This is an optimization exercise on Yosys and OpenROAD, whose aim is small area, not a production implementation.
Function was checked by simulation only, so behaviour that the tests miss may differ from the original.
Power figures rest on the tool's default switching activity, not on a simulated workload.

## rev 12
## operand_fetch
module operand_fetch (
    input  logic        clk,
    input  logic        rst,
    input  logic        in_valid_i,
    output logic        in_ready_o,
    input  logic [3:0]  in_op_i,
    input  logic [4:0]  in_rs1_addr_i,
    input  logic [4:0]  in_rs2_addr_i,
    input  logic [4:0]  in_rd_addr_i,
    input  logic [31:0] in_imm_i,
    input  logic        in_use_imm_i,
    input  logic        ex_fwd_en_i,
    input  logic [4:0]  ex_fwd_addr_i,
    input  logic [31:0] ex_fwd_data_i,
    input  logic        wb_en_i,
    input  logic [4:0]  wb_addr_i,
    input  logic [31:0] wb_data_i,
    output logic        out_valid_o,
    input  logic        out_ready_i,
    output logic [3:0]  ALU_OP_o,
    output logic [31:0] ALU_RS1_o,
    output logic [31:0] ALU_RS2_o,
    output logic [4:0]  out_rd_addr_o
);
==> module operand_fetch, before the edit <==
module operand_fetch (
    input  logic        clk,
    input  logic        rst,
    input  logic        in_valid_i,
    output logic        in_ready_o,
    input  logic [3:0]  in_op_i,
    input  logic [4:0]  in_rs1_addr_i,
    input  logic [4:0]  in_rs2_addr_i,
    input  logic [4:0]  in_rd_addr_i,
    input  logic [31:0] in_imm_i,
    input  logic        in_use_imm_i,
    input  logic        ex_fwd_en_i,
    input  logic [4:0]  ex_fwd_addr_i,
    input  logic [31:0] ex_fwd_data_i,
    input  logic        wb_en_i,
    input  logic [4:0]  wb_addr_i,
    input  logic [31:0] wb_data_i,
    output logic        out_valid_o,
    input  logic        out_ready_i,
    output logic [3:0]  ALU_OP_o,
    output logic [31:0] ALU_RS1_o,
    output logic [31:0] ALU_RS2_o,
    output logic [4:0]  out_rd_addr_o
);
    logic        ph;
    logic        full;
    logic        accept;
    logic        hold;
    logic [31:0] st [1:31];
    logic [31:0] st_d [1:31];
    logic [31:0] wx;
    assign out_valid_o = full;
    assign in_ready_o  = !rst && (!full || out_ready_i);
    assign accept      = in_valid_i && in_ready_o;
    assign hold        = !accept;
    always_ff @(posedge clk) begin
        ph   <= !rst && !ph;
        full <= !rst && (accept || (full && !out_ready_i));
    end
    assign wx = wb_data_i ^ {32{ph}};
    for (genvar i = 1; i < 32; i++) begin : g_rf
        logic we, ws, hs;
        assign we = wb_en_i && (wb_addr_i == 5'(i));
        assign ws = rst || we;
        assign hs = rst || !we;
        for (genvar b = 0; b < 32; b++) begin : g_b
            of_oai22 u_d (.a1(st[i][b]), .a2(ws), .b1(wx[b]), .b2(hs), .y(st_d[i][b]));
        end
        always_ff @(posedge clk)
            st[i] <= st_d[i];
    end
    logic        nz1, ex1, wb1, rf1, pe1;
    logic        nz2, ex2, wb2, rf2, im2, pe2, acc2;
    logic [31:1] sel1, sel2, nbyp;
    logic [3:0]  lo1, lo2, loe, low;
    logic [7:0]  hi1, hi2, hie, hiw;
    assign nz1 = (in_rs1_addr_i != 5'd0);
    assign ex1 = accept && nz1 && ex_fwd_en_i && (ex_fwd_addr_i == in_rs1_addr_i);
    assign wb1 = accept && nz1 && !ex1 && wb_en_i && (wb_addr_i == in_rs1_addr_i);
    assign rf1 = accept && nz1 && !ex1 && !wb1;
    assign pe1 = ph && rf1;
    assign im2  = accept && in_use_imm_i;
    assign acc2 = accept && !in_use_imm_i;
    assign nz2  = (in_rs2_addr_i != 5'd0);
    assign ex2  = acc2 && nz2 && ex_fwd_en_i && (ex_fwd_addr_i == in_rs2_addr_i);
    assign wb2  = acc2 && nz2 && !ex2 && wb_en_i && (wb_addr_i == in_rs2_addr_i);
    assign rf2  = acc2 && nz2 && !ex2 && !wb2;
    assign pe2  = ph && rf2;
    for (genvar j = 0; j < 4; j++) begin : g_lo
        assign lo1[j] = (in_rs1_addr_i[1:0] == 2'(j));
        assign lo2[j] = (in_rs2_addr_i[1:0] == 2'(j));
        assign loe[j] = (ex_fwd_addr_i[1:0] == 2'(j));
        assign low[j] = (wb_addr_i[1:0] == 2'(j));
    end
    for (genvar k = 0; k < 8; k++) begin : g_hi
        assign hi1[k] = accept && (in_rs1_addr_i[4:2] == 3'(k));
        assign hi2[k] = acc2 && (in_rs2_addr_i[4:2] == 3'(k));
        assign hie[k] = ex_fwd_en_i && (ex_fwd_addr_i[4:2] == 3'(k));
        assign hiw[k] = wb_en_i && (wb_addr_i[4:2] == 3'(k));
    end
    for (genvar i = 1; i < 32; i++) begin : g_sel
        assign nbyp[i] = !((loe[i%4] && hie[i/4]) || (low[i%4] && hiw[i/4]));
        of_and3 u_s1 (.a(lo1[i%4]), .b(hi1[i/4]), .c(nbyp[i]), .y(sel1[i]));
        of_and3 u_s2 (.a(lo2[i%4]), .b(hi2[i/4]), .c(nbyp[i]), .y(sel2[i]));
    end
    logic [31:0] rs1_d, rs2_d;
    for (genvar b = 0; b < 32; b++) begin : g_out
        logic [11:0] l1, l2;
        logic [2:0]  h1, h2;
        logic        or1, or2;
        for (genvar k = 0; k < 10; k++) begin : g_k
            of_aoi222 u_a1 (.a1(st[3*k+1][b]), .a2(sel1[3*k+1]),
                            .b1(st[3*k+2][b]), .b2(sel1[3*k+2]),
                            .c1(st[3*k+3][b]), .c2(sel1[3*k+3]), .y(l1[k]));
            of_aoi222 u_a2 (.a1(st[3*k+1][b]), .a2(sel2[3*k+1]),
                            .b1(st[3*k+2][b]), .b2(sel2[3*k+2]),
                            .c1(st[3*k+3][b]), .c2(sel2[3*k+3]), .y(l2[k]));
        end
        of_aoi222 u_b1 (.a1(st[31][b]), .a2(sel1[31]),
                        .b1(ex_fwd_data_i[b]), .b2(ex1),
                        .c1(wb_data_i[b]), .c2(wb1), .y(l1[10]));
        of_nand2  u_c1 (.a(ALU_RS1_o[b]), .b(hold), .y(l1[11]));
        of_aoi222 u_b2 (.a1(st[31][b]), .a2(sel2[31]),
                        .b1(ex_fwd_data_i[b]), .b2(ex2),
                        .c1(wb_data_i[b]), .c2(wb2), .y(l2[10]));
        of_aoi22  u_c2 (.a1(ALU_RS2_o[b]), .a2(hold),
                        .b1(in_imm_i[b]), .b2(im2), .y(l2[11]));
        for (genvar g = 0; g < 3; g++) begin : g_g
            of_nand4 u_n1 (.a(l1[4*g]), .b(l1[4*g+1]), .c(l1[4*g+2]), .d(l1[4*g+3]), .y(h1[g]));
            of_nand4 u_n2 (.a(l2[4*g]), .b(l2[4*g+1]), .c(l2[4*g+2]), .d(l2[4*g+3]), .y(h2[g]));
        end
        of_or3   u_r1 (.a(h1[0]), .b(h1[1]), .c(h1[2]), .y(or1));
        of_or3   u_r2 (.a(h2[0]), .b(h2[1]), .c(h2[2]), .y(or2));
        of_xor2  u_x1 (.a(or1), .b(pe1), .y(rs1_d[b]));
        of_xor2  u_x2 (.a(or2), .b(pe2), .y(rs2_d[b]));
    end
    always_ff @(posedge clk) begin
        ALU_RS1_o <= rs1_d;
        ALU_RS2_o <= rs2_d;
        if (accept) begin
            ALU_OP_o      <= in_op_i;
            out_rd_addr_o <= in_rd_addr_i;
        end
    end
endmodule
==> module of_or3, before the edit <==
module of_or3 (input logic a, b, c, output logic y);
    assign y = a | b | c;
endmodule
==> module of_xor2, before the edit <==
module of_xor2 (input logic a, b, output logic y);
    assign y = a ^ b;
endmodule
clock: 5.0 ns
lec_check: 0
cap_margin: 20
core_margin: 2
core_utilization: 40
cts_cluster_diameter: 100
cts_cluster_size: 25
slew_margin: 20
synth_hierarchical: 1
standard.sh (not shown) runs the stock make flow with config.mk's settings and CLKGATE_MAP_FILE= SYNTH_SCRIPT=/design/flow/synth_recipe.tcl, a recipe that flattens the netlist after the stock synthesis.
==> flow/flow/run.sh <==
#!/bin/bash
# The standard layout (the standard.sh, unchanged synthesis, floorplan, power grid, placement,
# CTS and routing), with one difference: the port buffers that global placement inserts on every
# input and output use the smallest buffer cell instead of the one buffer_ports picks by default.
set -euo pipefail
export BUFFER_PORTS_ARGS="-buffer_cell sky130_fd_sc_hd__buf_1"
bash standard.sh > standard.log 2>&1
Input changes introduced in rev 13 (baseline for comparison: rev 12):
--- a/flow/design.v
+++ b/flow/design.v
@@ -87,7 +87,7 @@
     for (genvar b = 0; b < 32; b++) begin : g_out
         logic [11:0] l1, l2;
         logic [2:0]  h1, h2;
-        logic        or1, or2;
+        logic        nr1, nr2;
         for (genvar k = 0; k < 10; k++) begin : g_k
             of_aoi222 u_a1 (.a1(st[3*k+1][b]), .a2(sel1[3*k+1]),
                             .b1(st[3*k+2][b]), .b2(sel1[3*k+2]),
@@ -109,10 +109,10 @@
             of_nand4 u_n1 (.a(l1[4*g]), .b(l1[4*g+1]), .c(l1[4*g+2]), .d(l1[4*g+3]), .y(h1[g]));
             of_nand4 u_n2 (.a(l2[4*g]), .b(l2[4*g+1]), .c(l2[4*g+2]), .d(l2[4*g+3]), .y(h2[g]));
         end
-        of_or3   u_r1 (.a(h1[0]), .b(h1[1]), .c(h1[2]), .y(or1));
-        of_or3   u_r2 (.a(h2[0]), .b(h2[1]), .c(h2[2]), .y(or2));
-        of_xor2  u_x1 (.a(or1), .b(pe1), .y(rs1_d[b]));
-        of_xor2  u_x2 (.a(or2), .b(pe2), .y(rs2_d[b]));
+        of_nor3  u_r1 (.a(h1[0]), .b(h1[1]), .c(h1[2]), .y(nr1));
+        of_nor3  u_r2 (.a(h2[0]), .b(h2[1]), .c(h2[2]), .y(nr2));
+        of_xnor2 u_x1 (.a(nr1), .b(pe1), .y(rs1_d[b]));
+        of_xnor2 u_x2 (.a(nr2), .b(pe2), .y(rs2_d[b]));
     end
     always_ff @(posedge clk) begin
         ALU_RS1_o <= rs1_d;
@@ -141,9 +141,9 @@
 module of_nand4 (input logic a, b, c, d, output logic y);
     assign y = ~(a & b & c & d);
 endmodule
-module of_or3 (input logic a, b, c, output logic y);
-    assign y = a | b | c;
+module of_nor3 (input logic a, b, c, output logic y);
+    assign y = ~(a | b | c);
 endmodule
-module of_xor2 (input logic a, b, output logic y);
-    assign y = a ^ b;
+module of_xnor2 (input logic a, b, output logic y);
+    assign y = ~(a ^ b);
 endmodule
==> run summary <==
Rev 12 → rev 13: power density over the cells shows a reduction of 6.2 nW/µm², area added between synthesis and finish shows an increase of 1.4 points, minimum hold slack shows no meaningful change, share of final-layout standard cells stronger than drive strength 1 shows an increase of 2.2 points.
Against rev 12, rev 13 reports a share of power burned in the clock network that is lower.
Number of sequential cells came out exactly the same in rev 13 and rev 12.

-- what the ideal ports hide --
Ports are ideal in the flow. The routed layouts listed here were re-timed in OpenROAD.
Step 1 assumes that a clkbuf_16 drives the clock port and a buf_2 every other input.
Step 2 also shifts input and output timing later by t, the mid clock arrival at the registers, as if the neighbouring blocks saw the same clock.
a / b / c = ideal / step 1 / step 2; a / b = the first two.
| run | shift t [ns] | setup slack, ns | cell pins on the clock port's net |
|---|---|---|---|
| rev 12 | 0.728 | 0.939 / 0.977 / 0.249 | 1 |
| rev 13 | 0.716 | 1.090 / 1.012 / 0.296 | 1 |
After both steps every run listed still meets setup and hold. For rev 13, which loses most, drivers alone change the setup slack by -0.078 ns; drivers and shift together by -0.794 ns.
